This design comes from an exercise in tuning for small area, a short achievable clock period and few clock cycles per item on the open sky130 flow, not from production work. The RTL was checked by simulation tests, not by an equivalence proof against the original design. Power figures rest on the tool's default switching activity, not on a simulated workload.

<file path="flow/config.mk">
export PLATFORM = sky130hd
export DESIGN_NAME = vec_top
export DESIGN_NICKNAME = vec_top
export VERILOG_FILES = /design/flow/design.v
export SDC_FILE = /design/flow/constraint.sdc
export NUM_CORES = 4
export LEC_CHECK = 0
export CAP_MARGIN = 20
export CORE_MARGIN = 2
export CORE_UTILIZATION = 40
export PLACE_DENSITY = 0.6
export SETUP_SLACK_MARGIN = 5
export SLEW_MARGIN = 20
</file>
<file path="flow/constraint.sdc">
create_clock -name core_clock -period 10.0 [get_ports {clk_i}]
set_input_delay 2.0000 -clock core_clock [delete_from_list [all_inputs] [get_ports {clk_i}]]
set_output_delay 2.0000 -clock core_clock [all_outputs]
set_load 0.01 [all_outputs]
</file>
<file path="flow/design.v">
package vec_pkg;
  localparam int unsigned NrLanes      = 4;
  localparam int unsigned LaneIdxWidth = $clog2(NrLanes);
  localparam int unsigned ElemWidth    = 32;
  localparam int unsigned NrVRegs      = 8;
  localparam int unsigned RegIdxWidth  = $clog2(NrVRegs);
  localparam int unsigned FifoDepth    = 4;
  localparam int unsigned FifoPtrWidth = $clog2(FifoDepth);
  localparam int unsigned FifoCntWidth = $clog2(FifoDepth + 1);
  typedef logic [ElemWidth-1:0]    elem_t;
  typedef logic [RegIdxWidth-1:0]  reg_idx_t;
  typedef logic [LaneIdxWidth-1:0] lane_idx_t;
  typedef enum logic [2:0] {
    OP_VADD   = 3'd0,
    OP_VSUB   = 3'd1,
    OP_VAND   = 3'd2,
    OP_VXOR   = 3'd3,
    OP_VMV_VX = 3'd4,
    OP_VID    = 3'd5,
    OP_VEXT   = 3'd6
  } vec_op_e;
  typedef struct packed {
    vec_op_e  op;
    reg_idx_t vd;
    reg_idx_t vs1;
    reg_idx_t vs2;
    elem_t    scalar;
  } vec_insn_t;
  typedef struct packed {
    elem_t data;
    logic  illegal;
  } vec_resp_t;
  typedef struct packed {
    vec_op_e  op;
    reg_idx_t vd;
    reg_idx_t vs1;
    reg_idx_t vs2;
  } lane_req_t;
  typedef struct packed {
    logic  valid;
    logic  last;
    elem_t data;
  } bc_t;
endpackage
`timescale 1ns/1ps
module vec_top (
  input  logic        clk_i,
  input  logic        reset_i,
  input  logic        req_valid_i,
  input  logic [43:0] req_i,
  output logic        req_ready_o,
  output logic        resp_valid_o,
  output logic [32:0] resp_o,
  input  logic        resp_ready_i
);
  localparam int unsigned NL = vec_pkg::NrLanes;
  localparam int unsigned NR = vec_pkg::NrVRegs;
  localparam int unsigned NQ = 4;    
  logic [2:0]  req_op, req_vd, req_vs1, req_vs2;
  logic [31:0] req_sc;
  assign {req_op, req_vd, req_vs1, req_vs2, req_sc} = req_i;
  logic                  rdy_q;           
  logic                  rd_v_q;
  logic                  rd_arith_q;      
  logic                  rd_sub_q;
  logic                  rd_and_q;
  logic                  rd_xor_q;
  logic                  rd_mv_q;         
  logic                  rd_vid_q;        
  logic                  rd_ext_q;
  logic                  rd_ill_q;
  logic [NR-1:0]         rd_we_q;         
  logic [NR-1:0]         rd_sa_q;         
  logic [NR-1:0]         rd_sb_q;         
  logic                  rd_fa_q;         
  logic                  rd_fb_q;         
  logic [NL-1:0]         rd_lsel_q;       
  logic [31:0]           rd_sc_q;
  logic                  alu_v_q;
  logic                  alu_arith_q;
  logic                  alu_sub_q;
  logic                  alu_and_q;
  logic                  alu_xor_q;
  logic                  alu_pass_q;      
  logic                  alu_ext_q;
  logic                  alu_ill_q;
  logic [NR-1:0]         alu_we_q;
  logic [NL-1:0]         alu_lsel_q;
  logic [NL-1:0][31:0]   opa_q, opb_q;
  logic [NR-1:0]         zero_q;
  logic [NR-1:0][NL-1:0][31:0] regs_q;
  logic [NQ-1:0]         rq_v_q;          
  logic [NQ-1:0][32:0]   rq_q;
  logic          acc;
  logic [NR-1:0] zero_d;
  logic          req_wr, req_rd_a, req_rd_b;
  assign acc      = req_valid_i & rdy_q & ~reset_i;
  assign req_wr   = ~req_op[2] | ~req_op[1];
  assign req_rd_a = ~req_op[2];
  assign req_rd_b = ~req_op[2] | (req_op == 3'd6);
  always_comb begin
    for (int r = 0; r < NR; r++) begin
      zero_d[r] = zero_q[r] & ~alu_we_q[r];
    end
  end
  always_ff @(posedge clk_i) begin
    rd_v_q     <= acc;
    rd_arith_q <= acc & (req_op[2:1] == 2'b00);
    rd_sub_q   <= req_op[0];
    rd_and_q   <= acc & (req_op == 3'd2);
    rd_xor_q   <= acc & (req_op == 3'd3);
    rd_mv_q    <= acc & (req_op == 3'd4);
    rd_vid_q   <= acc & (req_op == 3'd5);
    rd_ext_q   <= acc & (req_op == 3'd6);
    rd_ill_q   <= acc & (req_op == 3'd7);
    rd_sc_q    <= req_sc;
    rd_fa_q    <= req_rd_a & rd_we_q[req_vs1];
    rd_fb_q    <= req_rd_b & rd_we_q[req_vs2];
    for (int r = 0; r < NR; r++) begin
      rd_we_q[r] <= acc & req_wr & (req_vd == 3'(r));
      rd_sa_q[r] <= req_rd_a & (req_vs1 == 3'(r)) & ~zero_d[r] & ~rd_we_q[r];
      rd_sb_q[r] <= req_rd_b & (req_vs2 == 3'(r)) & ~zero_d[r] & ~rd_we_q[r];
    end
    for (int l = 0; l < NL; l++) begin
      rd_lsel_q[l] <= (req_sc[1:0] == 2'(l));
    end
  end
  logic [NL-1:0][31:0] res;
  logic [NL-1:0][31:0] opa_d, opb_d;
  always_comb begin
    for (int l = 0; l < NL; l++) begin
      opa_d[l] = {32{rd_fa_q}} & res[l];
      opb_d[l] = ({32{rd_fb_q}} & res[l])
               | ({32{rd_mv_q}} & rd_sc_q)
               | ({32{rd_vid_q}} & 32'(l));
      for (int r = 0; r < NR; r++) begin
        opa_d[l] = opa_d[l] | ({32{rd_sa_q[r]}} & regs_q[r][l]);
        opb_d[l] = opb_d[l] | ({32{rd_sb_q[r]}} & regs_q[r][l]);
      end
    end
  end
  always_ff @(posedge clk_i) begin
    opa_q       <= opa_d;
    opb_q       <= opb_d;
    alu_v_q     <= rd_v_q & ~reset_i;
    alu_arith_q <= rd_arith_q;
    alu_sub_q   <= rd_sub_q;
    alu_and_q   <= rd_and_q;
    alu_xor_q   <= rd_xor_q;
    alu_pass_q  <= rd_mv_q | rd_vid_q;
    alu_ext_q   <= rd_ext_q;
    alu_ill_q   <= rd_ill_q;
    alu_we_q    <= rd_we_q & {NR{~reset_i}};
    alu_lsel_q  <= rd_lsel_q;
  end
  logic [31:0] ext_data;
  always_comb begin
    ext_data = '0;
    for (int l = 0; l < NL; l++) begin
      res[l] = ({32{alu_arith_q}} & (opa_q[l] + (opb_q[l] ^ {32{alu_sub_q}}) + {31'd0, alu_sub_q}))
             | ({32{alu_and_q}}   & (opa_q[l] & opb_q[l]))
             | ({32{alu_xor_q}}   & (opa_q[l] ^ opb_q[l]))
             | ({32{alu_pass_q}}  & opb_q[l]);
      ext_data = ext_data | ({32{alu_lsel_q[l]}} & opb_q[l]);
    end
  end
  always_ff @(posedge clk_i) begin
    for (int r = 0; r < NR; r++) begin
      if (alu_we_q[r]) begin
        regs_q[r] <= res;
      end
    end
  end
  always_ff @(posedge clk_i) begin
    if (reset_i) begin
      zero_q <= '1;
    end else begin
      zero_q <= zero_d;
    end
  end
  logic          pop, push;
  logic [32:0]   new_resp;
  logic [NQ-1:0] rq_v_d;
  assign pop      = rq_v_q[0] & resp_ready_i;
  assign push     = alu_v_q;
  assign new_resp = {{32{alu_ext_q}} & ext_data, alu_ill_q};
  always_comb begin
    if (pop) rq_v_d = {1'b0, rq_v_q[NQ-1:1]};
    else     rq_v_d = rq_v_q;
    if (push) begin
      rq_v_d = {rq_v_d[NQ-2:0], 1'b1};
    end
  end
  always_ff @(posedge clk_i) begin
    if (reset_i) begin
      rq_v_q <= '0;
      rdy_q  <= 1'b1;
    end else begin
      rq_v_q <= rq_v_d;
      rdy_q  <= ~rq_v_d[3] & ~(rq_v_d[2] & (acc | rd_v_q)) & ~(rq_v_d[1] & acc & rd_v_q);
    end
  end
  always_ff @(posedge clk_i) begin
    for (int e = 0; e < NQ; e++) begin
      if (pop) begin
        if (e < NQ - 1 && rq_v_q[e+1]) rq_q[e] <= rq_q[(e+1) % NQ];
        else                           rq_q[e] <= new_resp;
      end else begin
        if (!rq_v_q[e])                rq_q[e] <= new_resp;
      end
    end
  end
  assign req_ready_o  = rdy_q;
  assign resp_valid_o = rq_v_q[0];
  assign resp_o       = rq_q[0];
endmodule
</file>
<file path="flow/run.sh">
#!/bin/bash
# synth_recipe.tcl (not shown) runs the flow's synth.tcl, then flattens the netlist and writes it again
# the make line also repeats each setting of config.mk as NAME=value (left out here)
make -C /OpenROAD-flow-scripts/flow DESIGN_CONFIG=/design/flow/config.mk WORK_HOME=/design/flow/orfs CLKGATE_MAP_FILE= SYNTH_SCRIPT=/design/flow/synth_recipe.tcl finish
</file>
==> key figures, run 1 <==
Critical path
  • Worst flop-to-flop path startpoint: alu_sub_q
  • Critical-path cell list: buf_16 > xor2_1 > inv_1 > fa_1 > o21ai_1 > a21oi_1 > a211oi_1 > a22oi_1 > o21ai_1 > a41oi_1 > xor2_1 > o21bai_1
  • Crit path buf inv count: 2
  • Worst path top cell family by delay: compound AO/OA/AOI/OAI gates
  • CP max stage delay: ~0.7 ns
  • Kind of start point of the critical path: flop
  • Worst Path Arrival: about 5.4 ns
  • CP required: roughly 11 ns
  • Critical path's slowest cell: dfxtp_4
  • R2r setup slk: ~5.1 ns
  • Worst setup EP type: flop
  • Setup CP Type: flop to flop
  • Worst r2r dst: regs_q[954]
  • Maximum fanout along the worst path: between 40 and 50
  • Reg2Reg Depth: 12

Yosys
  • Syn Area/Cell: around 12 um^2
  • Area contributors post-synth: edfxtp_1 46%, dfxtp_1 13%, ha_1 5.0%
  • Post-Syn Nets: between 6000 and 7000
  • Synth area leader: edfxtp_1
  • Post-synth EDFFs: around 1100
  • #FFs+latches synth: approximately 1500
  • Yosys cell types: 93
  • Yosys warns: 2
  • Cell Area, Synth: slightly below 0.07 mm^2
  • Predominant post-synthesis flop cell: edfxtp_1
  • Cells after Synth: 5701
  • Ys async rst share: 0
  • Share of the synthesized area in the top cell type: 0.4574
  • Most instantiated library cell after synthesis: edfxtp_1
  • Post-synth top cells: 1057 x edfxtp_1, 459 x dfxtp_1, 444 x nand2_1, 357 x clkbuf_1, 336 x a22oi_1
  • Sequential area share after synthesis: 0.5899

Power
  • VDD IR max: around 0.15 mV
  • Pleak: roughly 29 nW
  • Power Dens Cells: ~170 mW/mm^2

Timing
  • Hold_ws: approximately 0.33 ns
  • Setup violators final: 0
  • Final clock skew: roughly 0.054 ns
  • Final Hold Viols: 0
  • Tmin final: between 4 and 5 ns
  • Count of pins over their slew limit: 0
  • Tcrit/Tclk final: 0.4897
  • Unrepaired setup endpoints after global routing: no
  • Fmax: 204.2 MHz
  • Worst-margin pin slew: around 1.2 ns
  • Max_slew headroom: 0.2155
  • Setup TNS: 0 ns

CTS
  • Clock slew at reported path FFs: roughly 0.060 ns
  • CTS buffer count: around 160
  • CTS root buffer: clkbuf_16
  • H-tree depth: 4
  • CTS tree: built
  • Clk buf depth: 3
  • Clk Latency, worst-skew pair: roughly 0.86 ns
  • Clk sinks: roughly 1500

Worst hold path
  • Hold_sp: rd_and_q
  • Hold path endpoint: alu_and_q
  • Hold Path Stages: 0
  • HP Class: flop to flop

Job
  • Max-cap violation count: 0

Route
  • Vias per std cell: roughly 6.8
  • Residual DRC count: 0
  • Drt total wl: 256000 um
  • Initial DRC Count: between 9000 and 10000
  • WL/cell: between 30 and 40 um
  • Drt pass-1 iters: 10
  • Number of vias after detailed routing: roughly 55000
  • Final ANT Viol Nets: 0

Outcome
  • Outcome: finished clean

Floorplanning
  • IO Pins: 83
  • Row count: between 150 and 200
  • Starting Density: 0.4036
  • Die area: about 0.18 mm^2
  • Total core area: approximately 0.17 mm^2
  • Die W: 420.5 um
  • Chip Height: 420.5 um

Global routing
  • First-pass GRT wire length: ~360000 um
  • Largest net degree at the start of global routing: approximately 130
  • Aggregate global routing overflow: 0
  • Vias in the first global route: about 52000
  • Initial antenna violation count: 4
  • Gr usage total: 0.2808

Placement
  • IO Port Bufs: 82
  • Placer Congestion: between 0.9 and 1
  • Detailed placement HPWL: 144400 um

Final layout
  • Total Nets Final: 5930
  • Share of cells above drive strength 1: 0.07937
  • Layout area overhead: 12.44%
-- worst max-delay path by stage --
stage                           start     endpoint  slack [ns]  cells past startpoint
after CTS                   alu_sub_q  regs_q[380]        5.00                     11
after global routing        alu_sub_q  regs_q[380]        4.99                     12
after detailed placement    alu_sub_q  regs_q[250]        4.49                     11
after global placement      alu_sub_q  regs_q[250]        4.64                     11
after floorplan           alu_we_q[4]   rd_sa_q[4]        6.12                      3
final                       alu_sub_q  regs_q[954]        5.10                     12
-- cells in the final DEF, fill, tap and decap left out, types with 17 or more instances in the layout --
| cell | count |
|---|---|
| edfxtp_1 | 1057 |
| nand2_1 | 443 |
| dfxtp_1 | 420 |
| a22oi_1 | 336 |
| a21oi_1 | 332 |
| a22o_1 | 291 |
| ha_1 | 276 |
| o21ai_0 | 271 |
| a221oi_1 | 238 |
| a222oi_1 | 230 |
| nand4_1 | 196 |
| xor2_1 | 174 |
| clkbuf_16 | 165 |
| nor2_1 | 141 |
| a21o_1 | 130 |
| nand3_1 | 93 |
| buf_4 | 87 |
| clkdlybuf4s50_1 | 82 |
| xnor2_1 | 63 |
| o21ai_1 | 62 |
| inv_1 | 56 |
| a211oi_1 | 46 |
| and2_1 | 43 |
| clkbuf_1 | 35 |
| dfxtp_4 | 30 |
| clkbuf_8 | 26 |
| clkinv_2 | 26 |
| o21bai_1 | 23 |
| nor2b_1 | 21 |
| o211ai_1 | 19 |
| and3_1 | 17 |
-- worst register-to-register path, stage by stage, from the launching register on --
cell and delay [ns]:
dfxtp_4 0.70, buf_16 0.36, xor2_1 0.36, inv_1 0.09, fa_1 0.41, o21ai_1 0.33, a21oi_1 0.27, a211oi_1 0.69
a22oi_1 0.24, o21ai_1 0.30, a41oi_1 0.18, xor2_1 0.41, o21bai_1 0.25
-- power breakdown --
part           internal, mW  switching, mW
clock network          3.68           2.66
logic                 0.157          0.335
registers              6.71         0.0719
-- registers in the layout, indices dropped and copies added (netlist names), 4 cells and up --
| name | flops |
|---|---|
| rd_sc_q | 32 |
| rq_v_q | 4 |
| rd_we_q | 8 |
| opb_q | 128 |
| opa_q | 128 |
| alu_lsel_q | 4 |
| rd_sb_q | 8 |
| rd_lsel_q | 4 |
| regs_q | 1024 |
| zero_q | 8 |
| rd_sa_q | 8 |
| rq_q | 132 |
| alu_we_q | 8 |
-- kinds of logic (layout without fill, tap and decap cells) --
family                   Yosys count  count (layout)  share of synthesized area
multiplexers                      15              15                   0.002903
buffers and inverters            507             551                    0.03013
other                              0               3                          0
flip-flops                      1516            1516                     0.5899
AND/OR/NAND/NOR                 1041            1041                    0.07217
adder cells (fa/ha/maj)          280             280                    0.05092
XOR/XNOR                         237             237                    0.02992
AO/OA/AOI/OAI                   2105            2105                     0.2241
-- final cells by class --
| type | instances | area (um^2) |
|---|---|---|
| fill | 15338 | 93910 |
| sequential | 1516 | 41050 |
| multi-input combinational | 3678 | 26410 |
| clock buffer | 225 | 4593 |
| tap | 2310 | 2890 |
| timing repair buffer | 184 | 1727 |
| clock inverter | 84 | 1124 |
| inverter | 58 | 220.2 |
| antenna | 3 | 7.507 |
-- layer usage --
metal / GRT usage / vias up / wire, um
li1: - / 22751 / -
met1: 0.3875 / 26741 / 100800
met2: 0.4148 / 4310 / 109800
met3: 0.07782 / 701 / 35150
met4: 0.1145 / 6 / 10230
met5: 0 / - / 36
-- metrics by stage --
step / cell area (um^2) / power, mW / setup WS (ns) / utilization / instances
after floorplan: 69390 / 7.191 / 6.121 / - / 5701
after global placement: 72170 / 7.379 / 4.636 / 0.4198 / 7739
after detailed placement: 72180 / 7.386 / 4.486 / 0.4198 / 7740
after CTS: 77940 / 13.67 / 5.003 / 0.4533 / 8050
after global routing: 78010 / 13.98 / 4.989 / 0.4538 / 8055
final: 78020 / 13.62 / 5.103 / 0.4538 / 8058
-- repair_timing --
item	in CTS	in global routing
setup endpoints to repair	294	282
hold buffers	0	0
setup buffers	1	0
pin swaps	0	0
gates cloned	0	1
resized for setup	9	4
Testbench counts, summed over its fixed seeds: cycles 4,824, items 4,800.
==> inputs of run 2 (changes only) <==
==> flow/flow/run.sh (new file) <==
#!/bin/bash
# The standard layout, with repair_timing asked for more setup slack than the
# flow settings allow (the SDC and its clock period are unchanged).
set -euo pipefail
export SETUP_SLACK_MARGIN=6.7
export TNS_END_PERCENT=20
bash standard.sh finish > standard.log 2>&1
==> flow/standard.sh (new file) <==
#!/bin/bash
# synth_recipe.tcl (not shown) runs the flow's synth.tcl, then flattens the netlist and writes it again
# the make line also repeats each setting of config.mk as NAME=value (left out here)
make -C /OpenROAD-flow-scripts/flow DESIGN_CONFIG=/design/flow/config.mk WORK_HOME=/design/flow/orfs CLKGATE_MAP_FILE= SYNTH_SCRIPT=/design/flow/synth_recipe.tcl "${@:-finish}"
--- a/flow/config.mk
+++ b/flow/config.mk
@@ -9,5 +9,4 @@
 export CORE_MARGIN = 2
 export CORE_UTILIZATION = 40
 export PLACE_DENSITY = 0.6
-export SETUP_SLACK_MARGIN = 5
 export SLEW_MARGIN = 20
removed: flow/run.sh
==> run 2 against run 1 <==
  * Still clean on timing, DRC and antenna
  * Non-clock buffer count rose by 125
  * Clock-buffer cell count rose by 15
  * Clock power fell by 2%
  * First-iteration DRC count rose by 7.1%
  * Global-route usage rose by 0.92 points
  * Maximum frequency rose by 33%
  * Final cell count rose by 1.7%
  * Sequential power barely moved
  * Wire length rose by 4.0%
  * Design area rose by 4.8%
  * Sequential share of layout area fell by 2.4 points
  * Via count rose by 2.5%
  * Critical path type unchanged
  * Critical endpoint is now regs_q[605]
  * Largest power group unchanged
  * Highest routed layer is now met4
==> key figures, run 2 <==
Power
  • Switching share of power: 0.2297 (+0.004541)
  • VDD IR max: 0.1512 mV (+1.7%)
  • Combinational Power Share: 0.046 (+0.010)
  • Internal Power: 10.52 mW (-0.37%)
  • Clock power share: 0.456 (-0.010)
  • Sequential share of power: 0.497 (about the same)
  • Pleak: 29.86 nW (+4.5%)
  • Switch Pwr: 3.135 mW (+2.2%)
  • Power Dens Cells: 167.0 mW/mm^2 (-4.4%)

Yosys
  • Yosys cell types: 93 (unchanged)
  • Area contributors post-synth: edfxtp_1 46%, dfxtp_1 13%, ha_1 5.0%
  • Share of the synthesized area in the top cell type: 0.4574 (unchanged)
  • Most instantiated library cell after synthesis: edfxtp_1
  • Post-synth top cells: 1057 x edfxtp_1, 459 x dfxtp_1, 444 x nand2_1, 357 x clkbuf_1, 336 x a22oi_1
  • Post-synth EDFFs: 1057 (unchanged)
  • Sequential area share after synthesis: 0.5899 (unchanged)
  • Syn Area/Cell: 12.17 um^2 (unchanged)
  • Yosys warns: 2 (unchanged)
  • Cell Area, Synth: 0.06939 mm^2 (unchanged)
  • Cells after Synth: 5701 (unchanged)
  • Synth area leader: edfxtp_1
  • Post-Syn Nets: 6029 (unchanged)
  • Ys async rst share: 0 (unchanged)
  • Predominant post-synthesis flop cell: edfxtp_1
  • #FFs+latches synth: 1516 (unchanged)

Critical path
  • Worst r2r dst: regs_q[605]
  • Reg2Reg Depth: 13 (+1)
  • Critical path's slowest cell: a2111o_1
  • Worst flop-to-flop path startpoint: alu_sub_q
  • R2r setup slk: 6.32 ns (+1.22 ns)
  • Maximum fanout along the worst path: 8 (-83%)
  • CP max stage delay: 0.53 ns (-0.17 ns)
  • Critical Path Start: alu_sub_q
  • Critical path capture point: regs_q[605]
  • Kind of start point of the critical path: flop
  • Critical-path cell list: buf_12 > buf_16 > xor2_1 > ha_1 > nand2_1 > o21ai_2 > nand2_2 > o21ai_4 > a21oi_4 > a2111o_1 > a21o_1 > a211oi_4 > inv_2
  • Worst Path Arrival: 4.23 ns (-1.18 ns)
  • CP required: 10.56 ns (+0.05 ns)
  • Setup CP Type: flop to flop
  • Worst setup EP type: flop

Floorplanning
  • Starting Density: 0.4036 (unchanged)
  • Total core area: 0.1719 mm^2 (unchanged)
  • IO Pins: 83 (unchanged)
  • Chip Height: 420.5 um (unchanged)
  • Row count: 152 (unchanged)
  • Die W: 420.5 um (unchanged)
  • Die area: 0.1768 mm^2 (unchanged)

Global routing
  • Largest net degree at the start of global routing: 122 (-5.4%)
  • Gr usage total: 0.2899 (+0.009188)
  • First-pass GRT wire length: 374800 um (+3.3%)
  • Vias in the first global route: 52770 (+2.0%)
  • Aggregate global routing overflow: 0 (unchanged)
  • Initial antenna violation count: 1 (-3)

Timing
  • Count of pins over their slew limit: 0 (unchanged)
  • Max_slew headroom: 0.1524 (-0.06314)
  • Unrepaired setup endpoints after global routing: yes
  • Final Hold Viols: 0 (unchanged)
  • Final clock skew: 0.04422 ns (-0.009632 ns)
  • Fmax: 272.0 MHz (+33%)
  • Setup violators final: 0 (unchanged)
  • Tcrit/Tclk final: 0.3677 (-0.1220)
  • Worst-margin pin slew: 1.271 ns (+0.1070 ns)
  • Tmin final: 3.677 ns (-1.220 ns)
  • Setup TNS: 0 ns (unchanged)

Final layout
  • Share of cells above drive strength 1: 0.1527 (+0.07337)
  • Most frequent cells in the layout: 1057 x edfxtp_1, 434 x nand2_1, 419 x dfxtp_1, 335 x a22oi_1
  • Largest Register: regs_q
  • Largest register FFs: 1024 (unchanged)
  • Post-layout util: 0.4756 (+0.02176)
  • Total Nets Final: 6064 (+2.3%)
  • Layout area overhead: 17.83%
  • Commonest non-fill, non-tap cell in the layout: edfxtp_1
  • Largest registers: regs_q (1024), rq_q (132)

Placement
  • Detailed placement HPWL: 143500 um (-0.58%)
  • Placer Congestion: 0.9867 (-0.13%)
  • IO Port Bufs: 82 (unchanged)

CTS
  • Clk Latency, worst-skew pair: 0.85 ns (about the same)
  • Clk buf depth: 3 (unchanged)
  • CTS tree: built
  • CTS root buffer: clkbuf_16
  • Hold_buf cts: 0 (unchanged)
  • H-tree depth: 4 (unchanged)
  • Clock slew at reported path FFs: 0.06 ns (about the same)
  • Clk sinks: 1516 (unchanged)
  • CTS buffer count: 166 (+1.2%)

Route
  • Vias per std cell: 6.815 (+0.74%)
  • Initial DRC Count: 10694 (+7.1%)
  • Drt pass-1 iters: 11 (+1)
  • Final ANT Viol Nets: 0 (unchanged)
  • Number of vias after detailed routing: 55846 (+2.5%)
  • Drt total wl: 266300 um (+4.0%)
  • Residual DRC count: 0 (unchanged)
  • WL/cell: 32.49 um (+2.3%)

Outcome
  • Outcome: finished clean

Job
  • Max-cap violation count: 0 (unchanged)

Worst hold path
  • HP Class: flop to flop
run 2: cell types whose count changed in the layout (fill, tap and decap cells not counted), sizes merged:
cell and change:
bufinv -8, dlygate4sd2 +35, o21ai +7, clkdlybuf4s50 -35, buf +124, diode +3, inv -4, clkbuf +16
clkinv -1
run 2: worst min-delay path by stage:
stage / start / end / slack [ns] / cells past startpoint
final: rd_xor_q / alu_xor_q / 0.32 / 0
after global routing: rd_lsel_q[3] / alu_lsel_q[3] / 0.33 / 0
after CTS: rd_xor_q / alu_xor_q / 0.32 / 0
after detailed placement: rd_lsel_q[0] / alu_lsel_q[0] / 0.31 / 0
after global placement: rd_lsel_q[0] / alu_lsel_q[0] / 0.31 / 0
after floorplan: rd_and_q / alu_and_q / 0.31 / 0
run 2: cells by family (layout without fill, tap and decap cells):
kind of cell	after synthesis	count (layout)	synth area share
AO/OA/AOI/OAI	2105	2112	0.2241
flip-flops	1516	1516	0.5899
AND/OR/NAND/NOR	1041	1041	0.07217
buffers and inverters	507	678	0.03013
adder cells (fa/ha/maj)	280	280	0.05092
XOR/XNOR	237	237	0.02992
multiplexers	15	15	0.002903
other	0	6	0
run 2: cell type report:
class / count / area, um^2
inverter: 58 / 236.5
clock buffer: 240 / 4780
timing repair buffer: 309 / 3063
antenna: 6 / 15.01
clock inverter: 71 / 822.0
multi-input combinational: 3685 / 28900
fill: 15158 / 90160
tap: 2310 / 2890
sequential: 1516 / 41060
run 2: power by group through the flow:
stage	Sequential [mW]	Combinational, mW	Clock [mW]
4_1_cts	6.78	0.548	6.30
3_5_place_dp	6.92	0.473	0
6_report	6.79	0.634	6.23
5_1_grt	6.79	0.664	6.55
3_3_place_gp	6.92	0.468	0
2_1_floorplan	6.89	0.304	0
run 2: critical path: cells and delay by family, from the launching register on:
family | cells | cell delay, ns
buffers and inverters | 3 | 0.45
adders and majority gates | 1 | 0.36
and+or+nand+nor | 2 | 0.20
AOI/OAI and AO/OA | 6 | 1.80
DFF | 1 | 0.40
xor gates and xnor gates | 1 | 0.14
run 2: metal layers:
metal	up-vias	global-route usage	share of wire
met5	-	0	0
met4	0	0.1117	0.038
met3	686	0.08311	0.14
met2	4525	0.4315	0.43
met1	27630	0.3983	0.39
li1	23005	-	-
run 2: repair_timing:
item                                     CTS  global route
endpoints found under the setup margin  1256          1245
resized for setup                        334           238
pin swaps                                 98            87
gates cloned                              12             6
buffers inserted                          73            51
run 2: per-stage QoR:
step / power, mW / area (um^2) / std cells / hold WS [ns] / setup slack, ns
after floorplan: 7.193 / 69490 / 5701 / 0.3096 / 6.700
after global placement: 7.384 / 72200 / 7731 / 0.3105 / 5.151
after detailed placement: 7.389 / 72240 / 7734 / 0.3131 / 5.081
after CTS: 13.63 / 79910 / 8130 / 0.3234 / 6.403
after global routing: 14.00 / 81750 / 8189 / 0.3332 / 6.284
final: 13.65 / 81760 / 8195 / 0.3247 / 6.323
==> inputs of run 3 (changes only) <==
--- a/flow/design.v
+++ b/flow/design.v
@@ -62,7 +62,9 @@
   logic                  rdy_q;           
   logic                  rd_v_q;
   logic                  rd_arith_q;      
-  logic                  rd_sub_q;
+  logic                  rd_sub_q;        
+  logic                  rd_inv_q;        
+  logic                  rd_invr_q;       
   logic                  rd_and_q;
   logic                  rd_xor_q;
   logic                  rd_mv_q;         
@@ -106,7 +108,9 @@
   always_ff @(posedge clk_i) begin
     rd_v_q     <= acc;
     rd_arith_q <= acc & (req_op[2:1] == 2'b00);
-    rd_sub_q   <= req_op[0];
+    rd_sub_q   <= acc & (req_op == 3'd1);
+    rd_inv_q   <= req_op == 3'd1;
+    rd_invr_q  <= (req_op == 3'd1) & ~rd_we_q[req_vs2];
     rd_and_q   <= acc & (req_op == 3'd2);
     rd_xor_q   <= acc & (req_op == 3'd3);
     rd_mv_q    <= acc & (req_op == 3'd4);
@@ -126,17 +130,19 @@
     end
   end
   logic [NL-1:0][31:0] res;
-  logic [NL-1:0][31:0] opa_d, opb_d;
+  logic [NL-1:0][31:0] opa_d, opb_d, opb_rd;
   always_comb begin
     for (int l = 0; l < NL; l++) begin
-      opa_d[l] = {32{rd_fa_q}} & res[l];
-      opb_d[l] = ({32{rd_fb_q}} & res[l])
+      opa_d[l]  = {32{rd_fa_q}} & res[l];
+      opb_rd[l] = '0;
+      for (int r = 0; r < NR; r++) begin
+        opa_d[l]  = opa_d[l]  | ({32{rd_sa_q[r]}} & regs_q[r][l]);
+        opb_rd[l] = opb_rd[l] | ({32{rd_sb_q[r]}} & regs_q[r][l]);
+      end
+      opb_d[l] = ({32{rd_fb_q}} & (res[l] ^ {32{rd_inv_q}}))
+               | (opb_rd[l] ^ {32{rd_invr_q}})
                | ({32{rd_mv_q}} & rd_sc_q)
                | ({32{rd_vid_q}} & 32'(l));
-      for (int r = 0; r < NR; r++) begin
-        opa_d[l] = opa_d[l] | ({32{rd_sa_q[r]}} & regs_q[r][l]);
-        opb_d[l] = opb_d[l] | ({32{rd_sb_q[r]}} & regs_q[r][l]);
-      end
     end
   end
   always_ff @(posedge clk_i) begin
@@ -154,10 +160,12 @@
     alu_lsel_q  <= rd_lsel_q;
   end
   logic [31:0] ext_data;
+  logic [NL-1:0][32:0] sum;
   always_comb begin
     ext_data = '0;
     for (int l = 0; l < NL; l++) begin
-      res[l] = ({32{alu_arith_q}} & (opa_q[l] + (opb_q[l] ^ {32{alu_sub_q}}) + {31'd0, alu_sub_q}))
+      sum[l] = {opa_q[l], 1'b1} + {opb_q[l], alu_sub_q};
+      res[l] = ({32{alu_arith_q}} & sum[l][32:1])
              | ({32{alu_and_q}}   & (opa_q[l] & opb_q[l]))
              | ({32{alu_xor_q}}   & (opa_q[l] ^ opb_q[l]))
              | ({32{alu_pass_q}}  & opb_q[l]);
==> flow/flow/run.sh (replaced) <==
#!/bin/bash
# The standard layout, with repair_timing asked for more setup slack than the
# flow settings allow (the SDC and its clock period are unchanged).
set -euo pipefail
export SETUP_SLACK_MARGIN=6.8
export TNS_END_PERCENT=20
bash standard.sh finish > standard.log 2>&1
--- a/flow/config.mk
+++ b/flow/config.mk
@@ -8,5 +8,8 @@
 export CAP_MARGIN = 20
 export CORE_MARGIN = 2
 export CORE_UTILIZATION = 40
+export CTS_BUF_LIST = sky130_fd_sc_hd__clkbuf_16
+export CTS_CLUSTER_DIAMETER = 70
+export CTS_CLUSTER_SIZE = 25
 export PLACE_DENSITY = 0.6
 export SLEW_MARGIN = 20
==> run 3 against run 2 <==
  * Still clean
  * Critical path depth is 12 lower
  * Combinational power decreased by about 20%
  * Flip-flop and latch count rose by 2
==> key figures, run 3 <==
Outcome
  • Outcome: finished clean

Timing
  • Tcrit/Tclk final: 0.3430 (-0.02467)
  • Fmax: 291.5 MHz (+7.2%)
  • Worst-margin pin slew: 1.206 ns (-0.06558 ns)
  • Unrepaired setup endpoints after global routing: yes
  • Hold_ws: 0.3157 ns (-0.009031 ns)
  • Setup TNS: 0 ns (unchanged)
  • Max_slew headroom: 0.1876 (+0.03522)
  • Final clock skew: 0.04326 ns (-0.0009529 ns)
  • Final Hold Viols: 0 (unchanged)
  • Setup violators final: 0 (unchanged)
  • Count of pins over their slew limit: 0 (unchanged)
  • Tmin final: 3.430 ns (-0.2467 ns)

CTS
  • CTS root buffer: clkbuf_16
  • Clock slew at reported path FFs: 0.10 ns (+0.04 ns)
  • CTS buffer count: 99 (-40%)
  • H-tree depth: 3 (-1)
  • Clk sinks: 1518 (+0.13%)
  • Clk Latency, worst-skew pair: 0.81 ns (-0.04 ns)
  • Hold_buf cts: 0 (unchanged)
  • CTS tree: built
  • Clk buf depth: 3 (unchanged)

Critical path
  • Worst r2r dst: regs_q[542]
  • R2r setup slk: 6.62 ns (+0.30 ns)
  • Setup CP Type: flop to output pin
  • Kind of start point of the critical path: flop
  • Maximum fanout along the worst path: 1 (-7)
  • Worst Path Arrival: 1.43 ns (-2.80 ns)
  • Critical path's slowest cell: edfxtp_1
  • Worst setup EP type: output pin
  • CP required: 8.00 ns (-2.56 ns)
  • Reg2Reg Depth: 10 (-3)
  • Worst flop-to-flop path startpoint: opb_q[5]
  • CP max stage delay: 0.37 ns (-0.16 ns)
  • Critical-path cell list: dlygate4sd2_1
  • Worst path top cell family by delay: flip-flops
  • Critical Path Start: rq_q[32]
  • Crit path buf inv count: 1 (-2)

Floorplanning
  • Die area: 0.1786 mm^2 (+1.0%)
  • Starting Density: 0.4028 (-0.0008311)
  • Chip Height: 422.6 um (+0.50%)
  • Row count: 153 (+0.66%)
  • Total core area: 0.1740 mm^2 (+1.2%)
  • Die W: 422.6 um (+0.50%)
  • IO Pins: 83 (unchanged)

Yosys
  • Share of the synthesized area in the top cell type: 0.4529 (-0.004557)
  • Synth area leader: edfxtp_1
  • Post-Syn Nets: 6137 (+1.8%)
  • #FFs+latches synth: 1518 (+0.13%)
  • Most instantiated library cell after synthesis: edfxtp_1
  • Ys async rst share: 0 (unchanged)
  • Yosys warns: 2 (unchanged)
  • Predominant post-synthesis flop cell: edfxtp_1
  • Post-synth top cells: 1057 x edfxtp_1, 856 x a22oi_1, 461 x dfxtp_1, 461 x nand2_1, 392 x clkbuf_1
  • Sequential area share after synthesis: 0.5846 (-0.005305)
  • Cell Area, Synth: 0.07008 mm^2 (+1.0%)
  • Area contributors post-synth: edfxtp_1 45%, dfxtp_1 13%, a22oi_1 9.2%
  • Post-synth EDFFs: 1057 (unchanged)
  • Yosys cell types: 95 (+2.2%)
  • Cells after Synth: 5957 (+4.5%)
  • Syn Area/Cell: 11.77 um^2 (-3.3%)

Route
  • Residual DRC count: 0 (unchanged)
  • Initial DRC Count: 9214 (-14%)
  • Drt total wl: 260400 um (-2.2%)
  • Top Layer Used: met5
  • Final ANT Viol Nets: 0 (unchanged)
  • Vias per std cell: 6.854 (+0.58%)
  • Number of vias after detailed routing: 56341 (+0.89%)
  • WL/cell: 31.68 um (-2.5%)
  • Met1 WL: 100100 um (-3.2%)
  • Drt pass-1 iters: 10 (-1)
  • Met3 Wirelength: 30830 um (-19%)
  • Wire length on met2: 116700 um (+1.9%)

Final layout
  • Share of cells above drive strength 1: 0.1015 (-0.05124)
  • Most frequent cells in the layout: 1057 x edfxtp_1, 856 x a22oi_1, 454 x nand2_1, 412 x dfxtp_1, 274 x nand4_1
  • Largest Register: regs_q
  • Largest registers: regs_q (1024), rq_q (132)
  • Commonest non-fill, non-tap cell in the layout: edfxtp_1
  • Layout area overhead: 10.99%
  • Largest register FFs: 1024 (unchanged)
  • Total Nets Final: 5984 (-1.3%)

Global routing
  • Gr usage total: 0.2776 (-0.01231)
  • First-pass GRT wire length: 370300 um (-1.2%)
  • Largest net degree at the start of global routing: 109 (-11%)
  • Vias in the first global route: 52885 (+0.22%)
  • Initial antenna violation count: 7 (+6)
  • Aggregate global routing overflow: 0 (unchanged)

Power
  • Power Dens Cells: 153.8 mW/mm^2 (-7.9%)
  • Pleak: 27.13 nW (-9.1%)
  • VDD IR max: 0.1315 mV (-13%)

Placement
  • Placer Congestion: 1.016 (+3.0%)
  • Detailed placement HPWL: 151700 um (+5.7%)
  • IO Port Bufs: 82 (unchanged)

Worst hold path
  • HP Class: flop to flop
  • Hold Path Stages: 0 (unchanged)
  • Hold path endpoint: alu_lsel_q[1]
  • Hold_sp: rd_lsel_q[1]

Job
  • Max-cap violation count: 0 (unchanged)
==> run 3: cell types whose count changed in the layout (fill, tap and decap cells not counted), sizes merged, moves of 78 or more <==
cell	previous run	this run
a22oi	336	856
ha	276	128
a221oi	239	100
clkbuf	244	106
a222oi	230	96
a22o	292	162
a21oi	334	230
nand4	196	274
==> run 3: what timing repair did <==
action                                  in CTS  in global routing
gates resized for setup                    199                119
cloned                                       2                  1
setup buffers                               25                 17
pin swaps                                   28                 33
endpoints found under the setup margin    1061                635
==> run 3: final cells by class <==
type / count / area [um^2]
inverters: 57 / 224.0
clock buffers: 101 / 2527
flip-flops and latches: 1518 / 41120
fillers: 15651 / 96220
diodes: 4 / 10.01
well taps: 2325 / 2909
repair buffers: 249 / 2087
clock inverters: 87 / 1064
multi-input cells: 3879 / 27850
==> run 3: cell families (layout without fill, tap and decap cells) <==
| logic type | after synthesis | in the layout | share of synthesized area |
|---|---|---|---|
| multiplexers | 26 | 26 | 0.004570 |
| adder cells (fa/ha/maj) | 132 | 132 | 0.02399 |
| XOR/XNOR | 273 | 273 | 0.03422 |
| AND/OR/NAND/NOR | 1185 | 1185 | 0.08178 |
| other | 0 | 4 | 0 |
| AO/OA/AOI/OAI | 2260 | 2263 | 0.2388 |
| flip-flops | 1518 | 1518 | 0.5846 |
| buffers and inverters | 563 | 494 | 0.03206 |
==> run 3: through the flow <==
step           std cells  instance area [um^2]  setup slack, ns    util  power (mW)
3_5_place_dp        7980                 72850            5.882  0.4187       7.439
4_1_cts             8195                 77070            6.525  0.4429       11.97
3_3_place_gp        7979                 72840            5.928  0.4186       7.431
5_1_grt             8217                 77780            6.543  0.4470       12.26
2_1_floorplan       5957                 70090            6.790       -       7.240
6_report            8220                 77790            6.570  0.4470       11.96
==> run 3: report_power, final <==
part,internal [mW],switching [mW],leakage (nW)
combinational,0.173,0.335,11.8
clock,2.06,2.56,1.77
sequential,6.74,0.0993,13.5
total,8.97,3.00,27.1
==> run 3: worst max-delay path by stage <==
stage                             to  slack, ns  depth (start not counted)
after global routing       resp_o[2]       6.54                          1
after global placement       rq_q[4]       5.93                          3
after CTS                 resp_o[21]       6.53                          1
after floorplan              rd_fb_q       6.79                          4
final                     resp_o[32]       6.57                          1
after detailed placement     rq_q[4]       5.88                          3
==> run 3: per-layer routing <==
| layer | global-route usage | vias to the layer above |
|---|---|---|
| met3 | 0.05868 | 756 |
| met2 | 0.4344 | 4078 |
| li1 | - | 23518 |
| met1 | 0.3663 | 27983 |
| met5 | 0 | - |
| met4 | 0.1338 | 6 |
Testbench counts of run 3, summed over its fixed seeds: cycles 4,824, items 4,800.
==> inputs of run 4 (changes only) <==
--- a/flow/config.mk
+++ b/flow/config.mk
@@ -7,9 +7,9 @@
 export LEC_CHECK = 0
 export CAP_MARGIN = 20
 export CORE_MARGIN = 2
-export CORE_UTILIZATION = 40
+export CORE_UTILIZATION = 52
 export CTS_BUF_LIST = sky130_fd_sc_hd__clkbuf_16
 export CTS_CLUSTER_DIAMETER = 70
 export CTS_CLUSTER_SIZE = 25
-export PLACE_DENSITY = 0.6
+export PLACE_DENSITY = 0.68
 export SLEW_MARGIN = 20
==> run 4 against run 3 <==
  * Still clean on timing, DRC and antenna
  * Final cell count decreased by 7.1%
  * Worst setup slack better by 0.0045 ns
  * Combinational power decreased by 1%
  * Design area down 1.1%
  * Clock skew up 0.0098 ns
  * Sequential share of layout area increased by 0.61 points
  * Critical path type unchanged
  * Critical endpoint is now resp_o[1]
==> key figures, run 4 <==
Outcome
  • Outcome: finished clean

Final layout
  • Largest Register: regs_q
  • Most frequent cells in the layout: 1057 x edfxtp_1, 856 x a22oi_1, 453 x nand2_1, 410 x dfxtp_1, 274 x nand4_1
  • Post-layout util: 0.5756 (+0.1285)
  • Design area: 0.07691 mm^2 (-1.1%)
  • Largest register FFs: 1024 (unchanged)
  • Largest registers: regs_q (1024), rq_q (132)
  • Filler instances: 10670 (-32%)
  • Commonest non-fill, non-tap cell in the layout: edfxtp_1
  • Layout area overhead: 9.737%
  • Share of cells above drive strength 1: 0.09925 (-0.002261)
  • Total Nets Final: 5963 (-0.35%)

Placement
  • Pre-CTS WS: 5.821 ns (-0.06104 ns)
  • Placer Congestion: 1.018 (+0.18%)
  • Post-DP Area: 0.07210 mm^2 (-1.0%)
  • IO Port Bufs: 82 (unchanged)
  • Detailed placement HPWL: 144700 um (-4.6%)

Yosys
  • Cells after Synth: 5957 (unchanged)
  • Sequential area share after synthesis: 0.5846 (unchanged)
  • Predominant post-synthesis flop cell: edfxtp_1
  • Ys async rst share: 0 (unchanged)
  • Post-synth EDFFs: 1057 (unchanged)
  • Area contributors post-synth: edfxtp_1 45%, dfxtp_1 13%, a22oi_1 9.2%
  • Yosys warns: 2 (unchanged)
  • #FFs+latches synth: 1518 (unchanged)
  • Syn Area/Cell: 11.77 um^2 (unchanged)
  • Post-synth top cells: 1057 x edfxtp_1, 856 x a22oi_1, 461 x dfxtp_1, 461 x nand2_1, 392 x clkbuf_1
  • Synth area leader: edfxtp_1
  • Cell Area, Synth: 0.07008 mm^2 (unchanged)
  • Post-Syn Nets: 6137 (unchanged)
  • Share of the synthesized area in the top cell type: 0.4529 (unchanged)
  • Yosys cell types: 95 (unchanged)
  • Most instantiated library cell after synthesis: edfxtp_1

Timing
  • Final Hold Viols: 0 (unchanged)
  • Tmin final: 3.425 ns (-0.004530 ns)
  • Tcrit/Tclk final: 0.3425 (-0.0004530)
  • Unrepaired setup endpoints after global routing: yes
  • Final clock skew: 0.05307 ns (+0.009804 ns)
  • Setup violators final: 0 (unchanged)
  • PnR worst setup slack: 6.575 ns (+0.004530 ns)
  • Setup TNS: 0 ns (unchanged)
  • Fmax: 291.9 MHz (+0.13%)
  • Count of pins over their slew limit: 0 (unchanged)
  • Worst-margin pin slew: 1.177 ns (-0.02839 ns)
  • Max_slew headroom: 0.2068 (+0.01913)

Global routing
  • Gr usage total: 0.3522 (+0.07452)
  • Aggregate global routing overflow: 0 (unchanged)
  • Vias in the first global route: 53605 (+1.4%)
  • Initial antenna violation count: 8 (+1)
  • First-pass GRT wire length: 359300 um (-3.0%)
  • Largest net degree at the start of global routing: 116 (+6.4%)

CTS
  • CTS tree: built
  • Clk buf depth: 3 (unchanged)
  • Hold_buf cts: 0 (unchanged)
  • H-tree depth: 3 (unchanged)
  • Clk sinks: 1518 (unchanged)
  • Clk Latency, worst-skew pair: 0.77 ns (-0.04 ns)
  • CTS root buffer: clkbuf_16
  • Clock slew at reported path FFs: 0.09 ns (about the same)
  • CTS buffer count: 94 (-5.1%)

Floorplanning
  • Die W: 371.1 um (-12%)
  • IO Pins: 83 (unchanged)
  • Die area: 0.1377 mm^2 (-23%)
  • Chip Height: 371.1 um (-12%)
  • Row count: 134 (-12%)
  • Total core area: 0.1336 mm^2 (-23%)
  • Starting Density: 0.5245 (+0.1217)

Critical path
  • Critical-path cell list: dlygate4sd2_1
  • Worst setup EP type: output pin
  • Worst Path Arrival: 1.43 ns (about the same)
  • Worst path top cell family by delay: flip-flops
  • Critical path's slowest cell: edfxtp_1
  • CP max stage delay: 0.37 ns (about the same)
  • R2r setup slk: 6.58 ns (-0.04 ns)
  • Maximum fanout along the worst path: 1 (unchanged)
  • CP required: 8.00 ns (about the same)
  • Setup CP Type: flop to output pin
  • Crit path buf inv count: 1 (unchanged)
  • Kind of start point of the critical path: flop

Route
  • Residual DRC count: 0 (unchanged)
  • Vias per std cell: 7.447 (+8.7%)
  • WL/cell: 32.92 um (+3.9%)
  • Initial DRC Count: 10555 (+15%)
  • Drt pass-1 iters: 10 (unchanged)
  • Final ANT Viol Nets: 0 (unchanged)
  • Drt total wl: 251300 um (-3.5%)
  • Number of vias after detailed routing: 56858 (+0.92%)

Power
  • Internal Power: 8.861 mW (-1.2%)
  • Sequential share of power: 0.583 (+0.012)
  • Pleak: 26.99 nW (-0.52%)
  • Switch Pwr: 2.848 mW (-4.9%)
  • Clock power share: 0.374 (-0.012)
  • Switching share of power: 0.2432 (-0.007196)
  • VDD IR max: 0.1399 mV (+6.4%)
  • Combinational Power Share: 0.043 (about the same)
  • Power Dens Cells: 152.2 mW/mm^2 (-0.98%)

Worst hold path
  • HP Class: flop to flop

Job
  • Max-cap violation count: 0 (unchanged)
[run 4: cell count changes in the layout (fill, tap and decap cells not counted), moves of 5 or more]
cell       delta
o21ai_1       +6
a21oi_2       +7
buf_4        -27
a21oi_1       -9
inv_12        +5
buf_12        +5
inv_6         +5
inv_16        -9
o21ai_0       -5
clkbuf_16     -7
o21ai_2       -5
buf_6         +6
[run 4: cell type report]
type	count	area (um^2)	area share
Sequential cell	1518	41120	0.5346
Clock buffer	94	2352	0.03059
Clock inverter	83	967.2	0.01258
Timing Repair Buffer	235	2106	0.02738
Multi-Input combinational cell	3877	27920	0.3631
Inverter	57	221.5	0.002880
Tap cell	1768	2212	0.02876
Antenna cell	3	7.507	0.00009761
[run 4: worst paths after layout]
| check | cells after the start | to | startpoint |
|---|---|---|---|
| worst max register to register | 7 | opb_q[90] | rd_inv_q |
| worst min-delay path | 0 | alu_arith_q | rd_arith_q |
| worst max-delay path | 1 | resp_o[1] | rq_q[1] |
| worst min register to register | 0 | alu_arith_q | rd_arith_q |
[run 4: stage by stage]
step	power (mW)	hold slack (ns)	cells
6_report	11.71	0.3296	7635
3_3_place_gp	7.417	0.3107	7408
2_1_floorplan	7.240	0.3096	5957
5_1_grt	11.98	0.3329	7634
3_5_place_dp	7.426	0.3120	7409
4_1_cts	11.68	0.3293	7611
[run 4: cell families (layout without fill, tap and decap cells)]
group,after synthesis,count (layout),share of synthesized area
simple gates,1185,1185,0.08178
flops,1518,1518,0.5846
xor+xnor,273,273,0.03422
buf+inv,563,469,0.03206
fa+ha+maj,132,132,0.02399
compound gates,2260,2261,0.2388
mux,26,26,0.004570
other cells,0,3,0
[run 4: power by group through the flow]
stage / Sequential (mW) / Clock [mW] / Combinational, mW
floorplan: 6.93 / 0 / 0.306
global placement: 6.97 / 0 / 0.450
detailed placement: 6.97 / 0 / 0.457
CTS: 6.82 / 4.39 / 0.467
global route: 6.83 / 4.62 / 0.526
finish: 6.83 / 4.38 / 0.501
[run 4: timing repair]
item,CTS,global route
buffers inserted,24,17
cloned,1,0
gates resized for setup,198,135
pin swaps,30,36
endpoints found under the setup margin,1048,809
[run 4: metal layers]
layer,vias to the layer above,routed length (um),track usage
met5,-,54,0
met3,924,34590,0.08344
met4,8,13650,0.1801
met2,4639,111000,0.5343
met1,27823,92010,0.4725
li1,23464,-,-
==> inputs of run 5 (changes only) <==
==> flow/flow/run.sh (replaced) <==
#!/bin/bash
# The standard layout, with two changes to how it is made (the SDC and its
# clock period are unchanged):
#  - repair_timing is asked for more setup slack than the flow settings allow;
#  - the port buffers are buf_4 cells instead of the delay buffers that
#    buffer_ports picks by default.
set -euo pipefail
export SETUP_SLACK_MARGIN=6.8
export TNS_END_PERCENT=30
export BUFFER_PORTS_ARGS="-buffer_cell sky130_fd_sc_hd__buf_4"
bash standard.sh finish > standard.log 2>&1
--- a/flow/config.mk
+++ b/flow/config.mk
@@ -7,9 +7,9 @@
 export LEC_CHECK = 0
 export CAP_MARGIN = 20
 export CORE_MARGIN = 2
-export CORE_UTILIZATION = 52
+export CORE_UTILIZATION = 40
 export CTS_BUF_LIST = sky130_fd_sc_hd__clkbuf_16
 export CTS_CLUSTER_DIAMETER = 70
 export CTS_CLUSTER_SIZE = 25
-export PLACE_DENSITY = 0.68
+export PLACE_DENSITY = 0.6
 export SLEW_MARGIN = 20
==> run 5 against run 4 <==
  * Area after synthesis unchanged
  * Final cell count grew 7.4%
  * Critical endpoint is now opb_q[20]
  * Hold slack got worse by 0.0096 ns
  * Clock-buffer cell count up 5
  * Largest power group unchanged
  * Die area is 30% higher
  * Critical path depth grew 7
  * Design area rose by 0.75%
  * Via count decreased by 1.4%
==> key figures, run 5 <==
Outcome
  • Outcome: finished clean

Yosys
  • Syn Area/Cell: 11.77 um^2 (unchanged)
  • Area contributors post-synth: edfxtp_1 45%, dfxtp_1 13%, a22oi_1 9.2%
  • Share of the synthesized area in the top cell type: 0.4529 (unchanged)
  • Predominant post-synthesis flop cell: edfxtp_1
  • Sequential area share after synthesis: 0.5846 (unchanged)
  • #FFs+latches synth: 1518 (unchanged)
  • Ys async rst share: 0 (unchanged)
  • Synth area leader: edfxtp_1
  • Post-synth EDFFs: 1057 (unchanged)
  • Post-synth top cells: 1057 x edfxtp_1, 856 x a22oi_1, 461 x dfxtp_1, 461 x nand2_1, 392 x clkbuf_1
  • Post-Syn Nets: 6137 (unchanged)
  • Most instantiated library cell after synthesis: edfxtp_1
  • Cell Area, Synth: 0.07008 mm^2 (unchanged)
  • Cells after Synth: 5957 (unchanged)
  • Yosys cell types: 95 (unchanged)
  • Yosys warns: 2 (unchanged)

CTS
  • Clk sinks: 1518 (unchanged)
  • H-tree depth: 3 (unchanged)
  • Clk buf depth: 3 (unchanged)
  • CTS buffer count: 96 (+2.1%)
  • CTS tree: built
  • Hold_buf cts: 0 (unchanged)
  • Clock slew at reported path FFs: 0.10 ns (about the same)
  • Clk Latency, worst-skew pair: 0.78 ns (about the same)
  • CTS root buffer: clkbuf_16

Final layout
  • Share of cells above drive strength 1: 0.1105 (+0.01129)
  • Largest registers: regs_q (1024), rq_q (132)
  • Commonest non-fill, non-tap cell in the layout: edfxtp_1
  • Largest Register: regs_q
  • Largest register FFs: 1024 (unchanged)
  • Layout area overhead: 10.56%
  • Filler instances: 15594 (+46%)
  • Multi-input logic area: 0.02785 mm^2 (-0.26%)
  • Total Nets Final: 5967 (+0.067%)
  • Storage element area: 0.04111 mm^2 (about the same)
  • Post-layout util: 0.4453 (-0.1303)
  • Most frequent cells in the layout: 1057 x edfxtp_1, 856 x a22oi_1, 455 x nand2_1, 413 x dfxtp_1, 274 x nand4_1

Floorplanning
  • Row count: 153 (+14%)
  • Die area: 0.1786 mm^2 (+30%)
  • Die W: 422.6 um (+14%)
  • IO Pins: 83 (unchanged)
  • Starting Density: 0.4028 (-0.1217)
  • Chip Height: 422.6 um (+14%)
  • Total core area: 0.1740 mm^2 (+30%)

Critical path
  • Worst r2r dst: opb_q[20]
  • Reg2Reg Depth: 8 (+1)
  • Worst Path Arrival: 3.98 ns (+2.55 ns)
  • CP required: 10.60 ns (+2.60 ns)
  • Worst setup EP type: flop
  • Maximum fanout along the worst path: 11 (+10)
  • Setup CP Type: flop to flop
  • R2r setup slk: 6.63 ns (+0.05 ns)
  • Worst flop-to-flop path startpoint: opb_q[13]
  • Kind of start point of the critical path: flop

Timing
  • Count of pins over their slew limit: 0 (unchanged)
  • Final Hold Viols: 0 (unchanged)
  • Fmax: 296.4 MHz (+1.5%)
  • Unrepaired setup endpoints after global routing: yes
  • Max_slew headroom: 0.1359 (-0.07085)
  • Worst-margin pin slew: 1.283 ns (+0.1052 ns)
  • Tmin final: 3.374 ns (-0.05112 ns)
  • Setup TNS: 0 ns (unchanged)
  • Final clock skew: 0.04306 ns (-0.01001 ns)
  • Tcrit/Tclk final: 0.3374 (-0.005112)
  • Setup violators final: 0 (unchanged)

Route
  • Drt pass-1 iters: 9 (-1)
  • Drt total wl: 257900 um (+2.6%)
  • Final ANT Viol Nets: 0 (unchanged)
  • Residual DRC count: 0 (unchanged)
  • WL/cell: 31.45 um (-4.5%)
  • Vias per std cell: 6.836 (-8.2%)
  • Initial DRC Count: 8851 (-16%)
  • Number of vias after detailed routing: 56044 (-1.4%)

Placement
  • Placer Congestion: 0.9714 (-4.5%)
  • Detailed placement HPWL: 150900 um (+4.3%)
  • IO Port Bufs: 82 (unchanged)

Worst hold path
  • Hold_sp: rd_lsel_q[0]
  • Hold Path Stages: 0 (unchanged)
  • Hold path endpoint: alu_lsel_q[0]
  • HP Class: flop to flop

Global routing
  • Initial antenna violation count: 4 (-4)
  • Vias in the first global route: 53827 (+0.41%)
  • Gr usage total: 0.2769 (-0.07530)
  • Largest net degree at the start of global routing: 109 (-6.0%)
  • First-pass GRT wire length: 369100 um (+2.7%)
  • Aggregate global routing overflow: 0 (unchanged)

Power
  • VDD IR max: 0.1191 mV (-15%)
  • Pwr Total: 11.89 mW (+1.5%)
  • Power Dens Cells: 153.4 mW/mm^2 (+0.76%)
  • Pleak: 27.09 nW (+0.38%)

Job
  • Max-cap violation count: 0 (unchanged)
==> run 5: routing by layer <==
metal | GRT usage | share of wire
met5 | 0 | 0.00014
met4 | 0.1534 | 0.059
met3 | 0.05457 | 0.11
met2 | 0.4303 | 0.44
met1 | 0.3624 | 0.38
==> run 5: worst max-delay path by stage <==
stage,start,endpoint,slack [ns],cells after the start
finish,opb_q[13],opb_q[20],6.63,8
global route,opb_q[5],opa_q[24],6.54,11
CTS,rq_v_q[0],resp_valid_o,6.52,1
detailed placement,alu_sub_q,regs_q[27],5.73,10
global placement,alu_sub_q,opb_q[23],5.85,10
floorplan,req_i[32],rd_fb_q,6.79,4
==> run 5: cells by family (layout without fill, tap and decap cells) <==
kind of cell    Yosys count  count (layout)  synth area share
compound gates         2260            2263            0.2388
xor+xnor                273             273           0.03422
fa+ha+maj               132             132           0.02399
buf+inv                 563             473           0.03206
flops                  1518            1518            0.5846
mux                      26              26          0.004570
other cells               0               2                 0
simple gates           1185            1186           0.08178
==> run 5: final cells by class <==
class                   count  area share
clock buffers              99     0.03197
well taps                2325     0.03754
flip-flops and latches   1518      0.5306
inverters                  57    0.002810
clock inverters            83     0.01310
multi-input cells        3880      0.3594
diodes                      2  0.00006459
repair buffers            234     0.02453
==> run 5: what timing repair did <==
item / 4_1_cts / 5_1_grt
pin swaps: 31 / 24
cloned: 3 / 1
resized for setup: 123 / 92
buffers inserted: 22 / 14
setup endpoints to repair: 807 / 510
==> run 5: power by group <==
group | internal, mW | switching (mW)
registers | 6.74 | 0.101
clock network | 2.07 | 2.48
logic | 0.169 | 0.327
total | 8.98 | 2.91
==> run 5: critical path, cell delays in order (launching register included) <==
cell and delay (ns):
dfxtp_1 0.34, ha_1 0.35, a21oi_1 0.44, o21bai_1 0.17, a221o_1 0.35, a211oi_1 0.33
a311oi_2 0.13, o31ai_2 0.90, o211ai_1 0.19
==> run 5: per-stage QoR <==
| step | area, um^2 | worst slack (ns) | hold slack, ns | std cells |
|---|---|---|---|---|
| 5_1_grt | 77480 | 6.539 | 0.2994 | 8196 |
| 4_1_cts | 76920 | 6.520 | 0.3112 | 8180 |
| 2_1_floorplan | 70090 | 6.790 | 0.3096 | 5957 |
| 6_report | 77490 | 6.626 | 0.3201 | 8198 |
| 3_3_place_gp | 72640 | 5.847 | 0.3110 | 7972 |
| 3_5_place_dp | 72650 | 5.735 | 0.3149 | 7973 |
==> inputs of run 6 (changes only) <==
--- a/flow/flow/run.sh
+++ b/flow/flow/run.sh
@@ -5,7 +5,7 @@
 #  - the port buffers are buf_4 cells instead of the delay buffers that
 #    buffer_ports picks by default.
 set -euo pipefail
-export SETUP_SLACK_MARGIN=6.8
+export SETUP_SLACK_MARGIN=6.6
 export TNS_END_PERCENT=30
 export BUFFER_PORTS_ARGS="-buffer_cell sky130_fd_sc_hd__buf_4"
 bash standard.sh finish > standard.log 2>&1
==> run 6 against run 5 <==
  * Still clean
  * Global-route usage decreased by 0.091 points
  * Flip-flop and latch count stayed put
  * Maximum frequency shrank 4.7%
  * Worst setup slack worse by 0.17 ns
  * Utilization down 0.34 points
  * Non-clock buffer count down 15
  * Clock-buffer cell count unchanged
  * Synthesized cell count unchanged
  * First-iteration DRC count is 0.99% lower
  * Combinational power down 3%
==> key figures, run 6 <==
Timing
  • Final clock skew: 0.04522 ns (+0.002157 ns)
  • Worst-margin pin slew: 1.209 ns (-0.07395 ns)
  • Tmin final: 3.542 ns (+0.1681 ns)
  • Max_slew headroom: 0.1857 (+0.04982)
  • Setup TNS: 0 ns (unchanged)
  • Unrepaired setup endpoints after global routing: yes
  • Count of pins over their slew limit: 0 (unchanged)
  • Tcrit/Tclk final: 0.3542 (+0.01681)
  • Hold_ws: 0.3225 ns (+0.002485 ns)
  • Final Hold Viols: 0 (unchanged)
  • Setup violators final: 0 (unchanged)
  • Fmax: 282.3 MHz (-4.7%)

Worst hold path
  • HP Class: flop to flop
  • Hold_sp: rd_lsel_q[0]
  • Hold path endpoint: alu_lsel_q[0]
  • Hold Path Stages: 0 (unchanged)

Power
  • VDD IR max: 0.1174 mV (-1.4%)
  • Switching share of power: 0.2442 (-0.0005608)
  • Switch Pwr: 2.898 mW (-0.39%)
  • Internal Power: 8.969 mW (about the same)
  • Pwr Total: 11.87 mW (-0.16%)
  • Clock power share: 0.383 (about the same)
  • Power Dens Cells: 154.3 mW/mm^2 (+0.60%)
  • Pleak: 26.94 nW (-0.59%)
  • Combinational Power Share: 0.041 (about the same)
  • Sequential share of power: 0.576 (about the same)

Floorplanning
  • Total core area: 0.1740 mm^2 (unchanged)
  • IO Pins: 83 (unchanged)
  • Row count: 153 (unchanged)
  • Die area: 0.1786 mm^2 (unchanged)
  • Starting Density: 0.4028 (unchanged)
  • Chip Height: 422.6 um (unchanged)
  • Die W: 422.6 um (unchanged)

Placement
  • IO Port Bufs: 82 (unchanged)
  • Placer Congestion: 0.9714 (unchanged)
  • Detailed placement HPWL: 150900 um (unchanged)

Yosys
  • Share of the synthesized area in the top cell type: 0.4529 (unchanged)
  • Sequential area share after synthesis: 0.5846 (unchanged)
  • Post-synth top cells: 1057 x edfxtp_1, 856 x a22oi_1, 461 x dfxtp_1, 461 x nand2_1, 392 x clkbuf_1
  • Most instantiated library cell after synthesis: edfxtp_1
  • Predominant post-synthesis flop cell: edfxtp_1
  • Cell Area, Synth: 0.07008 mm^2 (unchanged)
  • Synth area leader: edfxtp_1
  • Yosys warns: 2 (unchanged)
  • Area contributors post-synth: edfxtp_1 45%, dfxtp_1 13%, a22oi_1 9.2%
  • Cells after Synth: 5957 (unchanged)
  • Post-synth EDFFs: 1057 (unchanged)
  • Ys async rst share: 0 (unchanged)
  • #FFs+latches synth: 1518 (unchanged)
  • Post-Syn Nets: 6137 (unchanged)
  • Syn Area/Cell: 11.77 um^2 (unchanged)
  • Yosys cell types: 95 (unchanged)

Critical path
  • Maximum fanout along the worst path: 10 (-1)
  • Worst r2r dst: opb_q[105]
  • Worst Path Arrival: 4.20 ns (+0.22 ns)
  • Worst setup EP type: flop
  • CP max stage delay: 0.90 ns (about the same)
  • CP required: 10.66 ns (+0.06 ns)
  • Worst flop-to-flop path startpoint: opb_q[100]
  • Setup CP Type: flop to flop
  • Reg2Reg Depth: 9 (+1)
  • R2r setup slk: 6.46 ns (-0.17 ns)
  • Critical-path cell list: ha_1 > a21o_1 > a211o_1 > o21ai_0 > nand2b_1 > xnor2_1 > o21ai_0 > xor2_1 > a221o_1
  • Kind of start point of the critical path: flop
  • Critical path's slowest cell: o21ai_0
  • Most frequent CP cell: o21ai_0

Global routing
  • Gr usage total: 0.2760 (-0.0009051)
  • Initial antenna violation count: 2 (-2)
  • Largest net degree at the start of global routing: 109 (unchanged)
  • First-pass GRT wire length: 368000 um (-0.30%)
  • Aggregate global routing overflow: 0 (unchanged)
  • Vias in the first global route: 53622 (-0.38%)

Final layout
  • Total Nets Final: 5949 (-0.30%)
  • Most frequent cells in the layout: 1057 x edfxtp_1, 856 x a22oi_1, 456 x nand2_1, 419 x dfxtp_1, 274 x nand4_1
  • Layout area overhead: 9.723%
  • Filler instances: 15654 (+0.38%)
  • Commonest non-fill, non-tap cell in the layout: edfxtp_1
  • Largest registers: regs_q (1024), rq_q (132)
  • Largest Register: regs_q
  • Largest register FFs: 1024 (unchanged)
  • Share of cells above drive strength 1: 0.09756 (-0.01299)

Route
  • Drt total wl: 256900 um (-0.36%)
  • Residual DRC count: 0 (unchanged)
  • Number of vias after detailed routing: 55988 (-0.10%)
  • Drt pass-1 iters: 9 (unchanged)
  • Final ANT Viol Nets: 0 (unchanged)
  • WL/cell: 31.41 um (-0.15%)
  • Vias per std cell: 6.844 (+0.11%)
  • Initial DRC Count: 8763 (-0.99%)

CTS
  • CTS root buffer: clkbuf_16
  • Clock slew at reported path FFs: 0.10 ns (about the same)
  • CTS buffer count: 96 (unchanged)
  • H-tree depth: 3 (unchanged)
  • CTS tree: built
  • Clk Latency, worst-skew pair: 0.78 ns (about the same)
  • Clk sinks: 1518 (unchanged)
  • Clk buf depth: 3 (unchanged)

Job
  • Max-cap violation count: 0 (unchanged)

Outcome
  • Outcome: finished clean
## run 6: changes by cell type in the layout (fill, tap and decap cells not counted), sizes merged
cell / delta
diode: +1
nand2: -1
o21ai: -1
a21o: -1
buf: -15
## run 6: cell type report
class / instances / area [um^2] / share of cell area
diodes: 3 / 7.507 / 0.00009762
clock buffers: 99 / 2477 / 0.03222
clock inverters: 83 / 1015 / 0.01320
inverters: 57 / 215.2 / 0.002799
multi-input cells: 3877 / 27440 / 0.3568
flip-flops and latches: 1518 / 41100 / 0.5345
well taps: 2325 / 2909 / 0.03783
repair buffers: 219 / 1732 / 0.02252
## run 6: metal layers
metal  up-vias  wire, um  track usage
met1     27659     98430       0.3619
met5         -        24            0
li1      23427         -            -
met4         4     14670       0.1533
met3       819     29220      0.05317
met2      4079    114600       0.4289
## run 6: worst max-delay path by stage
| stage | startpoint | end |
|---|---|---|
| after global placement | alu_sub_q | opb_q[23] |
| after floorplan | req_i[32] | rd_fb_q |
| final | opb_q[100] | opb_q[105] |
| after detailed placement | alu_sub_q | regs_q[27] |
| after CTS | alu_arith_q | opb_q[57] |
| after global routing | opb_q[2] | opa_q[27] |
## run 6: what timing repair did
item,CTS,global route
setup endpoints to repair,606,381
pin swaps,15,14
buffers inserted,9,13
endpoints found under the hold margin,0,0
cloned,1,0
hold buffers,0,0
resized for setup,69,51
## run 6: logic make-up (layout without fill, tap and decap cells)
logic type | Yosys count | after routing | synth area share
adders and majority gates | 132 | 132 | 0.02399
muxes | 26 | 26 | 0.004570
other | 0 | 3 | 0
and+or+nand+nor | 1185 | 1185 | 0.08178
DFF | 1518 | 1518 | 0.5846
xor gates and xnor gates | 273 | 273 | 0.03422
buffers and inverters | 563 | 458 | 0.03206
AOI/OAI and AO/OA | 2260 | 2261 | 0.2388
## run 6: per-stage QoR
stage	instance area [um^2]	setup WS, ns	utilization	cells
after global routing	76890	6.339	0.4419	8178
after global placement	72640	5.847	0.4174	7972
after CTS	76510	6.360	0.4397	8165
after detailed placement	72650	5.735	0.4175	7973
after floorplan	70090	6.790	-	5957
final	76900	6.458	0.4419	8181
## run 6: power groups by stage
| stage | clock network [mW] | logic (mW) | registers [mW] |
|---|---|---|---|
| floorplan | 0 | 0.306 | 6.93 |
| global placement | 0 | 0.450 | 6.97 |
| detailed placement | 0 | 0.456 | 6.97 |
| CTS | 4.60 | 0.463 | 6.83 |
| global route | 4.82 | 0.512 | 6.84 |
| finish | 4.55 | 0.482 | 6.84 |
## run 6: worst max-delay path: cells and delay by family (launching register included)
| kind | cells | cell delay, ns |
|---|---|---|
| AOI/OAI and AO/OA | 5 | 2.26 |
| and+or+nand+nor | 1 | 0.15 |
| adders and majority gates | 1 | 0.32 |
| xor gates and xnor gates | 2 | 0.29 |
| DFF | 1 | 0.41 |

==> port drivers added, routing unchanged <==
Ports are ideal in the flow. The routed layouts listed here were re-timed in OpenROAD.
Step 1 (the two cells are an assumption about what drives the block):
set clk [get_ports {clk_i}]
set_driving_cell -lib_cell sky130_fd_sc_hd__clkbuf_16 $clk
set_driving_cell -lib_cell sky130_fd_sc_hd__buf_2 [delete_from_list [all_inputs] $clk]
Step 2 moves the port delays by t, midway between the first and last clock arrival at a register: inputs arrive t later, outputs are due t later. That takes back most of the time a late clock gives input paths.
a / b / c = ideal ports / drivers / drivers and shift; a / b = the first two.
run	t (ns)	slack for setup (ns)	cell pins on the clock port's net
run 1	0.922	5.103 / 5.103 / 5.103	1
run 2	0.905	6.323 / 6.323 / 5.941	1
run 3	0.875	6.570 / 6.479 / 5.955	1
run 4	0.830	6.575 / 6.491 / 5.966	1
run 5	0.845	6.626 / 6.579 / 6.394	1
run 6	0.841	6.458 / 6.458 / 6.392	1
After both steps setup and hold are still met in every run listed. The setup slack of run 3, which loses most, moves by -0.091 ns with the drivers and by -0.615 ns with both steps.
